Context: an optimization exercise on an open-source flow, tuned for small area, a short achievable clock period and few clock cycles per item. The choices shown serve that exercise and are no tape-out recipe.
The RTL of this run was laid out without a check of its function.
Power is estimated from default activity; no workload was simulated.

<file path="flow/run.sh">
#!/bin/bash
# synth_recipe.tcl (not shown) runs the flow's synth.tcl, then flattens the netlist and writes it again
# the make line also repeats each setting of config.mk as NAME=value (left out here)
make -C /OpenROAD-flow-scripts/flow DESIGN_CONFIG=/design/flow/config.mk WORK_HOME=/design/flow/orfs CLKGATE_MAP_FILE= SYNTH_SCRIPT=/design/flow/synth_recipe.tcl finish
</file>
<file path="flow/config.mk">
export PLATFORM = sky130hd
export DESIGN_NAME = running_mean_variance_stats
export DESIGN_NICKNAME = running_mean_variance_stats
export VERILOG_FILES = /design/flow/design.v
export SDC_FILE = /design/flow/constraint.sdc
export NUM_CORES = 4
export LEC_CHECK = 0
export CAP_MARGIN = 20
export CORE_MARGIN = 2
export CORE_UTILIZATION = 40
export SLEW_MARGIN = 20
</file>
<file path="flow/constraint.sdc">
create_clock -name core_clock -period 10.0 [get_ports {aclk}]
set_input_delay 2.0000 -clock core_clock [delete_from_list [all_inputs] [get_ports {aclk}]]
set_output_delay 2.0000 -clock core_clock [all_outputs]
set_load 0.01 [all_outputs]
</file>
<file path="flow/design.v">
package rmvs_pkg;
    localparam int FRAC_BITS = 16;
    localparam int CNT_W     = 32;
    localparam int VAL_W     = 32;
    localparam int SQ_W      = 64;
    localparam int BUSY_W    = 48;
    localparam int UTIL_W    = 17;
    localparam logic MODE_SAMPLE = 1'b0;
    localparam logic MODE_BUSY   = 1'b1;
endpackage
module running_mean_variance_stats (
    input  logic        aclk,
    input  logic        aresetn,
    input  logic        cfg_valid,
    output logic        cfg_ready,
    input  logic [47:0] cfg_data,
    input  logic        s_tvalid,
    output logic        s_tready,
    input  logic [31:0] s_tdata,    
    input  logic        s_tuser,    
    output logic        m_tvalid,
    input  logic        m_tready,
    output logic [119:0] m_tdata
);
    logic [31:0] n_reg, mean_reg;
    logic [63:0] s_reg;
    logic [47:0] busy_reg, total_reg;
    logic [31:0] sd_reg;           
    logic [16:0] util_reg;
    logic        pend_reg;         
    logic        stale_reg;        
    logic        xv_reg, xm_reg;
    logic [31:0] x_reg;
    logic        f_busy, f_neg, f_dbit, f_qbit, f_util;
    logic [5:0]  f_cnt;
    logic [31:0] f_rem, f_nq, f_d1;
    logic [63:0] f_acc;
    logic        r_busy, r_kz;
    logic [4:0]  r_cnt;
    logic [31:0] r_k;
    logic [63:0] r_rem, r_q;
    logic        u_run, u_done, u_isbusy, u_bit, u_tz;
    logic [4:0]  u_cnt;
    logic [47:0] u_rem;
    logic [16:0] u_q;
    logic s_fire, c_fire, m_fire;
    assign s_tready  = !xv_reg;
    assign cfg_ready = !xv_reg && !u_run;
    assign m_tvalid  = pend_reg && !r_busy;
    assign m_tdata   = {7'd0, util_reg, sd_reg, mean_reg, n_reg};
    assign s_fire = s_tvalid && s_tready;
    assign c_fire = cfg_valid && cfg_ready;
    assign m_fire = m_tvalid && m_tready;
    logic n_max;
    assign n_max = &n_reg;
    logic u_free;
    assign u_free = !u_run && !u_done;
    logic need_u;
    assign need_u = xm_reg || stale_reg;
    logic disp;
    assign disp = xv_reg && !f_busy && (!need_u || u_free);
    logic [32:0] xm_diff;
    logic [31:0] d1_new;
    assign xm_diff = {1'b0, x_reg} - {1'b0, mean_reg};
    assign d1_new  = xm_diff[32] ? mean_reg - x_reg : xm_diff[31:0];
    logic [48:0] b_sum;
    logic [47:0] b_new;
    assign b_sum = {1'b0, busy_reg} + {17'd0, x_reg};
    assign b_new = b_sum[48] ? 48'hFFFF_FFFF_FFFF : b_sum[47:0];
    logic [32:0] f_sh;
    logic [33:0] f_diff;
    logic        f_ge;
    assign f_sh   = {f_rem, f_nq[31]};
    assign f_diff = {1'b0, f_sh} - {2'b0, n_reg} - {33'd0, !n_max};
    assign f_ge   = !f_diff[33];
    logic [63:0] f_acc2, f_hor;
    assign f_acc2 = {f_acc[62:0], 1'b0};
    always_comb begin
        case ({f_dbit, f_qbit})
            2'b10:   f_hor = f_acc2 + {32'd0, f_d1};
            2'b01:   f_hor = f_acc2 - {32'd0, f_d1};
            default: f_hor = f_acc2;
        endcase
    end
    logic [64:0] s_sum;
    logic [63:0] s_new;
    logic [31:0] mean_new, n_new, k_new;
    assign s_sum    = {1'b0, s_reg} + {1'b0, f_hor};
    assign s_new    = s_sum[64] ? 64'hFFFF_FFFF_FFFF_FFFF : s_sum[63:0];
    assign mean_new = f_neg ? mean_reg - f_nq : mean_reg + f_nq;
    assign n_new    = n_max ? n_reg : n_reg + 32'd1;
    assign k_new    = n_max ? 32'hFFFF_FFFE : n_reg;
    logic f_fin;
    assign f_fin = f_busy && f_cnt[5];    
    logic commit_s;
    assign commit_s = f_fin && !pend_reg && !(u_done && u_isbusy) &&
                      !(f_util && !u_done);
    logic commit_b;
    assign commit_b = u_done && u_isbusy && !pend_reg;
    logic [65:0] r_r4, r_t;
    logic [66:0] r_diff;
    logic        r_b;
    assign r_r4   = {r_rem, s_reg[63:62]};
    assign r_t    = {r_q, 2'b00} + {34'd0, r_k};
    assign r_diff = {1'b0, r_r4} - {1'b0, r_t};
    assign r_b    = !r_diff[66] && !r_kz;
    logic [63:0] r_q2, r_qk;
    assign r_q2 = {r_q[62:0], 1'b0};
    assign r_qk = r_q2 + {32'd0, r_k};
    logic [48:0] u_sh;
    logic [49:0] u_diff;
    logic        u_ge;
    assign u_sh   = {u_rem, u_bit};
    assign u_diff = {1'b0, u_sh} - {2'b0, total_reg};
    assign u_ge   = !u_diff[49];
    logic [16:0] u_val;
    assign u_val = u_tz ? 17'd0 : (u_q[16] ? 17'h10000 : {1'b0, u_q[15:0]});
    always_ff @(posedge aclk) begin
        if (!aresetn) begin
            n_reg     <= '0;
            mean_reg  <= '0;
            s_reg     <= '0;
            busy_reg  <= '0;
            total_reg <= '0;
            sd_reg    <= '0;
            util_reg  <= '0;
            pend_reg  <= 1'b0;
            stale_reg <= 1'b0;
            xv_reg    <= 1'b0;
            f_busy    <= 1'b0;
            r_busy    <= 1'b0;
            u_run     <= 1'b0;
            u_done    <= 1'b0;
        end else begin
            if (s_fire) begin
                xv_reg <= 1'b1;
                x_reg  <= s_tdata;
                xm_reg <= s_tuser;
            end else if (disp) begin
                xv_reg <= 1'b0;
            end
            if (c_fire) begin
                total_reg <= cfg_data;
                stale_reg <= 1'b1;
            end else if (disp && need_u) begin
                stale_reg <= 1'b0;
            end
            if (disp) begin
                if (need_u) begin
                    u_run    <= 1'b1;
                    u_isbusy <= xm_reg;
                    u_cnt    <= 5'd0;
                    u_tz     <= (total_reg == 48'd0);
                    u_rem    <= {1'b0, (xm_reg ? b_new[47:1] : busy_reg[47:1])};
                    u_bit    <= xm_reg ? b_new[0] : busy_reg[0];
                end
                if (xm_reg) begin
                    busy_reg <= b_new;
                end else begin
                    f_busy <= 1'b1;
                    f_util <= stale_reg;
                    f_cnt  <= 6'd0;
                    f_neg  <= xm_diff[32];
                    f_d1   <= d1_new;
                    f_nq   <= d1_new;
                    f_rem  <= '0;
                    f_acc  <= '0;
                    f_dbit <= 1'b0;
                    f_qbit <= 1'b0;
                end
            end
            if (f_busy && !f_cnt[5]) begin
                f_rem  <= f_ge ? f_diff[31:0] : f_sh[31:0];
                f_nq   <= {f_nq[30:0], f_ge};
                f_dbit <= f_nq[31];
                f_qbit <= f_ge;
                f_acc  <= f_hor;
                f_cnt  <= f_cnt + 6'd1;
            end
            if (u_run) begin
                u_rem <= u_ge ? u_diff[47:0] : u_sh[47:0];
                u_bit <= 1'b0;
                u_q   <= {u_q[15:0], u_ge};
                u_cnt <= u_cnt + 5'd1;
                if (u_cnt == 5'd16) begin
                    u_run  <= 1'b0;
                    u_done <= 1'b1;
                end
            end
            if (r_busy) begin
                r_rem  <= r_b ? r_diff[63:0] : r_r4[63:0];
                r_q    <= r_b ? r_qk : r_q2;
                sd_reg <= {sd_reg[30:0], r_b};
                s_reg  <= {s_reg[61:0], s_reg[63:62]};
                r_cnt  <= r_cnt + 5'd1;
                if (r_cnt == 5'd31) r_busy <= 1'b0;
            end
            if (commit_s) begin
                f_busy   <= 1'b0;
                n_reg    <= n_new;
                mean_reg <= mean_new;
                s_reg    <= s_new;
                pend_reg <= 1'b1;
                r_busy   <= 1'b1;
                r_cnt    <= 5'd0;
                r_k      <= k_new;
                r_kz     <= n_reg == 32'd0;
                r_rem    <= '0;
                r_q      <= '0;
                if (f_util) begin
                    util_reg <= u_val;
                    u_done   <= 1'b0;
                end
            end else if (commit_b) begin
                util_reg <= u_val;
                u_done   <= 1'b0;
                pend_reg <= 1'b1;
            end else if (m_fire) begin
                pend_reg <= 1'b0;
            end
        end
    end
endmodule
</file>
==> impl_metrics.toml <==
[floorplanning]
start_util = 0.402
io_pins = 209
core_um2 = 147000
die-area_um2 = 151000
rows = 141
die_h_um = 389
dieWidth_um = 389

[cells_and_area]
fillers = 14700
final_area_um2 = 65800
utilization = 0.446
antenna_cells = 0
stdcell_count = 9241
syn2layout_area_growth_pct = 11.1
fin_nets = 7832
drive_above_1_share = 0.0435

[sta]
slew_viol_final = 0
fin_skew_ns = 0.0413
fin_crit_sh = 0.719
setup_viol = 0
worstMarginPinSlew_ns = 1.22
rsz0062_at_grt = "false"
layout_min_cycle_time_ns = 7.19
fmax_mhz = 139
fin_tns_setup_ns = 0
max_slew_margin = 0.185
final_hold_viol_count = 0

[synth]
synth_cell_types = 94
syn_inst = 7281
postSynthAreaPerCell_um2 = 8.13
async_flop_share = 0
synth_most_common_cell = "nand2_1"
synth_edf_count = 441
synthTopCellsByArea = "edfxtp_1 22%, ha_1 11%, dfxtp_1 9.5%"
post-synth-top-area-cell = "edfxtp_1"
ys_top_cells_by_count = "835 x nand2_1, 797 x a21oi_1, 645 x nor2_1, 500 x ha_1, 441 x edfxtp_1"
ys_warn_count = 1
synth-seq-cells = 721
seq_area_frac_synth = 0.318
netlist_area_um2 = 59200
ys.flop_type = "edfxtp_1"
synth_top_area_share = 0.224

[detailed_routing]
firstDrtPassIters = 7
drcViolationCount = 0
wl_met2_um = 84900
num_vias = 54300
drt_iter0_drc = 4300
m1WireLength_um = 86700
avgRoutedWirePerCell_um = 20.3
via_per_inst = 5.88
wl_met3_um = 9960
ant_nets = 0
wl_um = 188000
dr.max_layer_used = "met4"

[pwr]
power_frac_seq = 0.402
comb_power_share = 0.178
p_sw_mw = 2.47
switching_share = 0.295
ir_drop_mv = 0.141
p_leak_nw = 26.3
p_int_mw = 5.89
power_density_nw_per_um2 = 127
power_frac_clock = 0.420
total_power_mw = 8.36

[critical_path]
max_stage_delay_ns = 0.85
critPathArrivalTime_ns = 7.81
critPathBufInv = 1
cp.required_ns = 10.63
crit_type = "register to register"
crit_slowest_cell = "a2111oi_0"
crit_path_end_kind = "register"
crit_fanout = 29
critPathLaunchType = "register"
path_cells = "ha_1 > nor2b_1 > o31a_1 > a21boi_0 > a21oi_1 > a21bo_2 > a21boi_0 > o21ai_0 > a2111oi_0 > o221ai_1 > a22o_1 > ha_1 > nand4_1 > nor3_1 > nor2b_1 > a41oi_4 > o41ai_4 > o22a_1 > buf_4 > o21ai_0 > a21oi_1"
crit_family = "compound AO/OA/AOI/OAI gates"

[clock_network]
clock-root-buffer = "clkbuf_16"
cts_tree = "done"
clock_latency_ns = 0.71
post_cts_buffers = 0
ctsHoldBuffers = 0
clockBufferDepth = 3
clk_pin_slew_ns = 0.06
cts_resized = 0
htree_num_levels = 3
cts.sinks = 721
cts_buffers = 91

[global_routing]
grt_max_degree = 175
antenna_found_initial = 4
grtUsageTotal = 0.241
grt_pass1_wl_um = 294000
grt_pass1_vias = 52000
overflow = 0

[worst_hold_path]
hold_class = "register to register"

[outcome]
outcome = "no timing/DRC/antenna violations"

[placement]
dp_hpwl_um = 138000
place.gp.congestion = 0.925
place_inst = 9070
dpl_cell_area_um2 = 62600
portBuffers = 201

[flow_run]
maxCapViolCount = 0
==> metrics by stage <==
step	hold WS [ns]	setup WS [ns]
CTS	0.452	2.94
global placement	0.435	3.10
floorplan	0.424	0.657
finish	0.453	2.81
detailed placement	0.436	2.99
global route	0.476	2.33
==> power by group through the flow <==
stage | Sequential [mW] | Clock (mW) | Combinational, mW
after floorplan | 3.38 | 0 | 1.09
after global placement | 3.42 | 0 | 1.46
after detailed placement | 3.42 | 0 | 1.47
after CTS | 3.36 | 3.60 | 1.48
after global routing | 3.37 | 3.70 | 1.65
final | 3.36 | 3.51 | 1.49
==> logic make-up after synthesis <==
family | after synthesis | share of synthesized area
compound gates | 2254 | 0.245
mux | 102 | 0.0177
xor+xnor | 443 | 0.0656
fa+ha+maj | 513 | 0.110
flops | 721 | 0.318
other cells | 1 | 0.0000634
buf+inv | 831 | 0.0544
simple gates | 2416 | 0.189
==> layout make-up <==
class / count / area, um2 / area share
Inverter: 429 / 1620 / 0.0246
Clock buffer: 121 / 2590 / 0.0393
Tap cell: 1930 / 2410 / 0.0367
Sequential cell: 721 / 18900 / 0.287
Clock inverter: 50 / 611 / 0.00928
Multi-Input combinational cell: 5735 / 37200 / 0.566
Timing Repair Buffer: 255 / 2450 / 0.0373
==> cells in the final DEF, fill, tap and decap left out, drive strengths merged, types with 131 or more instances in the layout <==
cell / count
a211oi: 131
a21oi: 798
ha: 500
nand2: 835
nor2: 645
dfxtp: 280
nand3: 189
edfxtp: 441
xor2: 202
xnor2: 241
clkdlybuf4s50: 200
inv: 432
o21ai: 357
a21o: 263
==> worst paths after layout <==
path	start	slack [ns]	cells after the start	to
worst max register to register	f_acc[0]	2.81	21	s_reg[10]
worst min register to register	u_q[15]	0.45	0	u_q[16]
worst min-delay path	u_q[15]	0.45	0	u_q[16]
worst max-delay path	f_acc[0]	2.81	21	s_reg[10]
==> routing by layer <==
layer / vias to the layer above / track usage
li1: 26300 / -
met1: 26000 / 0.333
met2: 1664 / 0.388
met3: 313 / 0.0233
met4: 0 / 0.0884
met5: - / 0
==> worst register-to-register path, cell delays in order, from the launching register on <==
cell,delay [ns]
edfxtp_1,0.45
ha_1,0.32
nor2b_1,0.15
o31a_1,0.28
a21boi_0,0.33
a21oi_1,0.21
a21bo_2,0.30
a21boi_0,0.53
o21ai_0,0.18
a2111oi_0,0.85
o221ai_1,0.21
a22o_1,0.31
ha_1,0.39
nand4_1,0.18
nor3_1,0.28
nor2b_1,0.31
a41oi_4,0.24
o41ai_4,0.48
o22a_1,0.42
buf_4,0.39
o21ai_0,0.16
a21oi_1,0.15

-- separate check: timing with driven ports --
How much do the figures lean on ideal ports? The routed layout below was timed once more, with nothing changed but the port constraints. Step 1 (the two cells are an assumption about what drives the block):
set clk [get_ports {aclk}]
set_driving_cell -lib_cell sky130_fd_sc_hd__clkbuf_16 $clk
set_driving_cell -lib_cell sky130_fd_sc_hd__buf_2 [delete_from_list [all_inputs] $clk]
Step 2 adds t to the input delays and takes it off the output delays; t is the mean of the earliest and latest rising clock arrival at the registers after step 1. Input paths then give back, and output paths get back, about the clock's delay inside the block. a / b / c = ideal ports / drivers / drivers and shift; a / b = the first two.
shift t [ns]: 0.777
slack for setup (ns): 2.814 / 2.814 / 2.814
worst setup path after step 2: register to register
After both steps setup and hold are still met in this run. For this run, drivers alone change the setup slack by 0.000 ns; drivers and shift together by 0.000 ns.
